This design comes from an exercise in tuning for small area on the open sky130 flow, not from production work. RTL that was checked went through simulation tests only; none was proved equivalent to the original. Power and IR drop assume default switching activity.

==> run a <==
==> flow/design.v <==
package aes256_pkg;
    localparam int NK      = 8;
    localparam int NB      = 4;
    localparam int NR      = NK + 6;
    localparam int N_RKEYS = NR + 1;
    localparam int RK_W    = 32 * NB;
    localparam int IDX_W   = $clog2(N_RKEYS);
    localparam logic [IDX_W-1:0] LAST_IDX = IDX_W'(NR);
endpackage
import aes256_pkg::*;
module aes256_rkey_ram
(
    input  logic             clk,
    input  logic             reset,
    input  logic             we,
    input  logic [aes256_pkg::RK_W-1:0]  wdata,
    input  logic             re,
    input  logic [aes256_pkg::IDX_W-1:0] rpos,
    output logic [aes256_pkg::RK_W-1:0]  rdata
);
    logic [RK_W-1:0] ring [0:N_RKEYS-1];
    always_ff @(posedge clk) begin
        ring[0] <= we ? wdata : ring[N_RKEYS-1];
    end
    genvar g;
    generate
        for (g = 1; g < N_RKEYS; g = g + 1) begin : g_shift
            always_ff @(posedge clk) begin
                ring[g] <= ring[g-1];
            end
        end
    endgenerate
    logic [N_RKEYS-1:0] sel;
    logic               hold;
    logic [RK_W-1:0]    rnext;
    always_comb begin
        for (int p = 0; p < N_RKEYS; p++) begin
            sel[p] = !reset && re && (rpos == IDX_W'(p));
        end
        hold = !reset && !re;
    end
    always_comb begin
        rnext = {RK_W{hold}} & rdata;
        for (int p = 0; p < N_RKEYS; p++) begin
            rnext = rnext | ({RK_W{sel[p]}} & ring[p]);
        end
    end
    always_ff @(posedge clk) begin
        rdata <= rnext;
    end
endmodule
import aes256_pkg::*;
module aes256_rkey_store
(
    input  logic             clk,
    input  logic             reset,
    input  logic             kg_valid,
    input  logic [aes256_pkg::RK_W-1:0]  kg_data,
    input  logic             kz_clear,
    input  logic             rk_req,
    input  logic [aes256_pkg::IDX_W-1:0] rk_idx,
    input  logic             rk_dec,
    output logic             rk_ready,
    output logic             rk_valid,
    output logic [aes256_pkg::RK_W-1:0]  rk_data,
    output logic             rk_err,
    output logic             ld_err
);
    logic             st_load;
    logic             st_hold;
    logic [IDX_W-1:0] cnt;
    logic             rd_ok;
    logic             we;
    logic             last_beat;
    logic [IDX_W-1:0] rpos;
    logic [IDX_W-1:0] cnt_inc;
    assign rd_ok     = rk_req && rk_ready && (rk_idx != 4'd15);
    assign we        = !reset && !kz_clear && kg_valid && !st_hold;
    assign last_beat = st_load && (cnt == LAST_IDX);
    assign cnt_inc   = (cnt == LAST_IDX) ? '0 : cnt + 4'd1;
    logic [4:0] pos_sum;
    always_comb begin
        if (rk_dec) pos_sum = {1'b0, cnt} + {1'b0, rk_idx} + 5'd1;    
        else        pos_sum = {1'b0, cnt} + 5'd15 - {1'b0, rk_idx};   
        rpos = (pos_sum >= 5'd15) ? IDX_W'(pos_sum - 5'd15) : pos_sum[IDX_W-1:0];
    end
    always_ff @(posedge clk) begin
        if (reset) begin
            st_load  <= 1'b0;
            st_hold  <= 1'b0;
            rk_ready <= 1'b0;
            cnt      <= '0;
            ld_err   <= 1'b0;
        end else begin
            ld_err <= 1'b0;
            if (kz_clear) begin
                st_load  <= 1'b0;
                st_hold  <= 1'b0;
                rk_ready <= 1'b0;
                cnt      <= '0;
            end else if (st_load) begin
                if (kg_valid) begin
                    if (last_beat) begin
                        st_load <= 1'b0;
                        st_hold <= 1'b1;
                    end else begin
                        cnt <= cnt + 4'd1;
                    end
                end else begin
                    st_load <= 1'b0;
                    ld_err  <= 1'b1;
                    cnt     <= '0;
                end
            end else if (st_hold) begin
                cnt <= cnt_inc;
                if (!kg_valid) begin
                    st_hold  <= 1'b0;
                    rk_ready <= 1'b1;
                end
            end else begin
                if (kg_valid) begin
                    st_load  <= 1'b1;
                    rk_ready <= 1'b0;
                    cnt      <= 4'd1;
                end else begin
                    cnt <= cnt_inc;
                end
            end
        end
    end
    always_ff @(posedge clk) begin
        if (reset) begin
            rk_valid <= 1'b0;
            rk_err   <= 1'b0;
        end else begin
            rk_valid <= rd_ok;
            rk_err   <= rk_req && !rd_ok;
        end
    end
    aes256_rkey_ram u_ram (
        .clk   (clk),
        .reset (reset),
        .we    (we),
        .wdata (kg_data),
        .re    (rd_ok),
        .rpos  (rpos),
        .rdata (rk_data)
    );
endmodule
==> flow/run.sh <==
#!/bin/bash
# synth_recipe.tcl (not shown) runs the flow's synth.tcl, then flattens the netlist and writes it again
# the make line also repeats each setting of config.mk as NAME=value (left out here)
make -C /OpenROAD-flow-scripts/flow DESIGN_CONFIG=/design/flow/config.mk WORK_HOME=/design/flow/orfs CLKGATE_MAP_FILE= SYNTH_SCRIPT=/design/flow/synth_recipe.tcl finish
==> flow/config.mk <==
export PLATFORM = sky130hd
export DESIGN_NAME = aes256_rkey_store
export DESIGN_NICKNAME = aes256_rkey_store
export VERILOG_FILES = /design/flow/design.v
export SDC_FILE = /design/flow/constraint.sdc
export NUM_CORES = 4
export LEC_CHECK = 0
export CAP_MARGIN = 20
export CORE_MARGIN = 2
export CORE_UTILIZATION = 40
export SLEW_MARGIN = 20
==> flow/constraint.sdc <==
create_clock -name core_clock -period 5.0 [get_ports {clk}]
set_input_delay 1.0000 -clock core_clock [delete_from_list [all_inputs] [get_ports {clk}]]
set_output_delay 1.0000 -clock core_clock [all_outputs]
set_load 0.01 [all_outputs]
==> run b (differences from run a) <==
--- a/flow/design.v
+++ b/flow/design.v
@@ -10,2 +10,35 @@
 import aes256_pkg::*;
+module aes256_rkey_ao22
+(
+    input  logic a1,
+    input  logic a2,
+    input  logic b1,
+    input  logic b2,
+    output logic y
+);
+    assign y = (a1 & a2) | (b1 & b2);
+endmodule
+module aes256_rkey_aoi3
+(
+    input  logic [2:0] d,
+    input  logic [2:0] s,
+    output logic       yn
+);
+    assign yn = !(|(d & s));
+endmodule
+module aes256_rkey_bitmux
+(
+    input  logic [15:0] d,
+    input  logic [15:0] s,
+    output logic        y
+);
+    logic [4:0] xn;
+    genvar g;
+    generate
+        for (g = 0; g < 5; g = g + 1) begin : g_grp
+            aes256_rkey_aoi3 u_aoi (.d(d[3*g +: 3]), .s(s[3*g +: 3]), .yn(xn[g]));
+        end
+    endgenerate
+    assign y = !(&xn) | (d[15] & s[15]);
+endmodule
 module aes256_rkey_ram
@@ -17,3 +50,3 @@
     input  logic             re,
-    input  logic [aes256_pkg::IDX_W-1:0] rpos,
+    input  logic [4:0]       rsum,
     output logic [aes256_pkg::RK_W-1:0]  rdata
@@ -21,4 +54,14 @@
     logic [RK_W-1:0] ring [0:N_RKEYS-1];
+    logic            we_n;
+    logic [RK_W-1:0] ring_in;
+    assign we_n = !we;
+    genvar e;
+    generate
+        for (e = 0; e < RK_W; e = e + 1) begin : g_entry
+            aes256_rkey_ao22 u_ao (.a1(we), .a2(wdata[e]), .b1(we_n), .b2(ring[N_RKEYS-1][e]),
+                                   .y(ring_in[e]));
+        end
+    endgenerate
     always_ff @(posedge clk) begin
-        ring[0] <= we ? wdata : ring[N_RKEYS-1];
+        ring[0] <= ring_in;
     end
@@ -37,3 +80,3 @@
         for (int p = 0; p < N_RKEYS; p++) begin
-            sel[p] = !reset && re && (rpos == IDX_W'(p));
+            sel[p] = !reset && re && (rsum == 5'(p) || rsum == 5'(p + 15) || (p == 0 && rsum == 5'd30));
         end
@@ -41,8 +84,13 @@
     end
-    always_comb begin
-        rnext = {RK_W{hold}} & rdata;
-        for (int p = 0; p < N_RKEYS; p++) begin
-            rnext = rnext | ({RK_W{sel[p]}} & ring[p]);
+    genvar b;
+    generate
+        for (b = 0; b < RK_W; b = b + 1) begin : g_rmux
+            logic [N_RKEYS:0] d;
+            always_comb begin
+                for (int p = 0; p < N_RKEYS; p++) d[p] = ring[p][b];
+                d[N_RKEYS] = rdata[b];
+            end
+            aes256_rkey_bitmux u_mux (.d(d), .s({hold, sel}), .y(rnext[b]));
         end
-    end
+    endgenerate
     always_ff @(posedge clk) begin
@@ -74,3 +122,2 @@
     logic             last_beat;
-    logic [IDX_W-1:0] rpos;
     logic [IDX_W-1:0] cnt_inc;
@@ -81,7 +128,3 @@
     logic [4:0] pos_sum;
-    always_comb begin
-        if (rk_dec) pos_sum = {1'b0, cnt} + {1'b0, rk_idx} + 5'd1;    
-        else        pos_sum = {1'b0, cnt} + 5'd15 - {1'b0, rk_idx};   
-        rpos = (pos_sum >= 5'd15) ? IDX_W'(pos_sum - 5'd15) : pos_sum[IDX_W-1:0];
-    end
+    assign pos_sum = {1'b0, cnt} + {1'b0, (rk_dec ? rk_idx : ~rk_idx)} + {4'd0, rk_dec};
     always_ff @(posedge clk) begin
@@ -145,3 +188,3 @@
         .re    (rd_ok),
-        .rpos  (rpos),
+        .rsum  (pos_sum),
         .rdata (rk_data)
==> flow/flow/run.sh (new file) <==
#!/bin/bash
# The standard layout (standard.sh), with two of its steps given other options:
#  - port buffers use the smallest buffer, sky130_fd_sc_hd__buf_1, instead of the
#    buffer_ports default (every input and output port still gets its own buffer);
#  - clock tree: clkbuf_8 buffers, sink clusters of at most 20 (60 um across), without dummy loads.
# Everything else (synthesis, floorplan, power grid, taps, placement, routing) is
# the standard flow. make's full output goes to standard.log; ORFS's per-step logs
# stay under orfs/logs.
set -euo pipefail
bash standard.sh \
  "BUFFER_PORTS_ARGS=-buffer_cell sky130_fd_sc_hd__buf_1" \
  "CTS_ARGS=-sink_clustering_enable -repair_clock_nets -buf_list sky130_fd_sc_hd__clkbuf_8 -sink_clustering_size 20 -sink_clustering_max_diameter 60 -dont_use_dummy_load" \
  finish > standard.log 2>&1
==> flow/standard.sh (new file) <==
#!/bin/bash
# synth_recipe.tcl (not shown) runs the flow's synth.tcl, then flattens the netlist and writes it again
# the make line also repeats each setting of config.mk as NAME=value (left out here)
make -C /OpenROAD-flow-scripts/flow DESIGN_CONFIG=/design/flow/config.mk WORK_HOME=/design/flow/orfs CLKGATE_MAP_FILE= SYNTH_SCRIPT=/design/flow/synth_recipe.tcl "${@:-finish}"
CORE_UTILIZATION = 55   (was 40)
SYNTH_HIERARCHICAL = 1   (was default)
SYNTH_MINIMUM_KEEP_SIZE = 0   (was default)
removed: flow/run.sh
==> run c (differences from run a) <==
--- a/flow/design.v
+++ b/flow/design.v
@@ -10,2 +10,25 @@
 import aes256_pkg::*;
+module aes256_rkey_aoi3
+(
+    input  logic [2:0] d,
+    input  logic [2:0] s,
+    output logic       yn
+);
+    assign yn = !(|(d & s));
+endmodule
+module aes256_rkey_bitmux
+(
+    input  logic [15:0] d,
+    input  logic [15:0] s,
+    output logic        y
+);
+    logic [4:0] xn;
+    genvar g;
+    generate
+        for (g = 0; g < 5; g = g + 1) begin : g_grp
+            aes256_rkey_aoi3 u_aoi (.d(d[3*g +: 3]), .s(s[3*g +: 3]), .yn(xn[g]));
+        end
+    endgenerate
+    assign y = !(&xn) | (d[15] & s[15]);
+endmodule
 module aes256_rkey_ram
@@ -41,8 +64,13 @@
     end
-    always_comb begin
-        rnext = {RK_W{hold}} & rdata;
-        for (int p = 0; p < N_RKEYS; p++) begin
-            rnext = rnext | ({RK_W{sel[p]}} & ring[p]);
+    genvar b;
+    generate
+        for (b = 0; b < RK_W; b = b + 1) begin : g_rmux
+            logic [N_RKEYS:0] d;
+            always_comb begin
+                for (int p = 0; p < N_RKEYS; p++) d[p] = ring[p][b];
+                d[N_RKEYS] = rdata[b];
+            end
+            aes256_rkey_bitmux u_mux (.d(d), .s({hold, sel}), .y(rnext[b]));
         end
-    end
+    endgenerate
     always_ff @(posedge clk) begin
CTS_BUF_LIST = sky130_fd_sc_hd__clkbuf_4   (was default)
SYNTH_HIERARCHICAL = 1   (was default)
SYNTH_MINIMUM_KEEP_SIZE = 0   (was default)
==> run notes <==
The highest total power belongs to run a, the lowest to run b. Critical path depth: run c is higher than run b (6). First-iteration DRC count: run c is smaller than run b (about 2.5%). Via count: run a > run c > run b. Between run b and run a, the lower global-route usage is in run a (gap 6.3 points). Against run c, the design area of run a is higher by about 5.6%. Between run a and run c, the lower die area is in run c (gap about 6%, measured against run c).
Only the layout flow was run in run c; the RTL was not checked for function there.

-- separate check: timing with driven ports --
Ports are ideal in the flow. The routed layouts listed here were re-timed in OpenROAD.
Step 1 assumes that a clkbuf_16 drives the clock port and a buf_2 every other input.
Step 2 times the ports against the registers' clock, not the clock port: input delays grow and output delays shrink by t, the midpoint of the rising clock arrivals with the driver on.
Slacks: ideal / step 1 / step 2; pairs: ideal / step 1.
| run | t (ns) | slack for setup (ns) | clock arrival spread, ns | worst register clock-pin slew, ns | worst data-port slew with drivers (ns) |
|---|---|---|---|---|---|
| run a | 0.889 | 0.712 / 0.669 / -0.220 | 0.071 / 0.070 | 0.07 / 0.07 | 0.17 |
| run b | 0.874 | 1.379 / 1.399 / 0.549 | 0.094 / 0.094 | 0.12 / 0.12 | 0.14 |
| run c | 1.337 | 0.943 / 0.943 / -0.150 | 0.158 / 0.158 | 0.07 / 0.07 | 0.15 |
Met with ideal ports but missed after step 2: setup timing in run a and run c. The setup slack of run c, which loses most, moves by 0.000 ns with the drivers and by -1.093 ns with both steps.
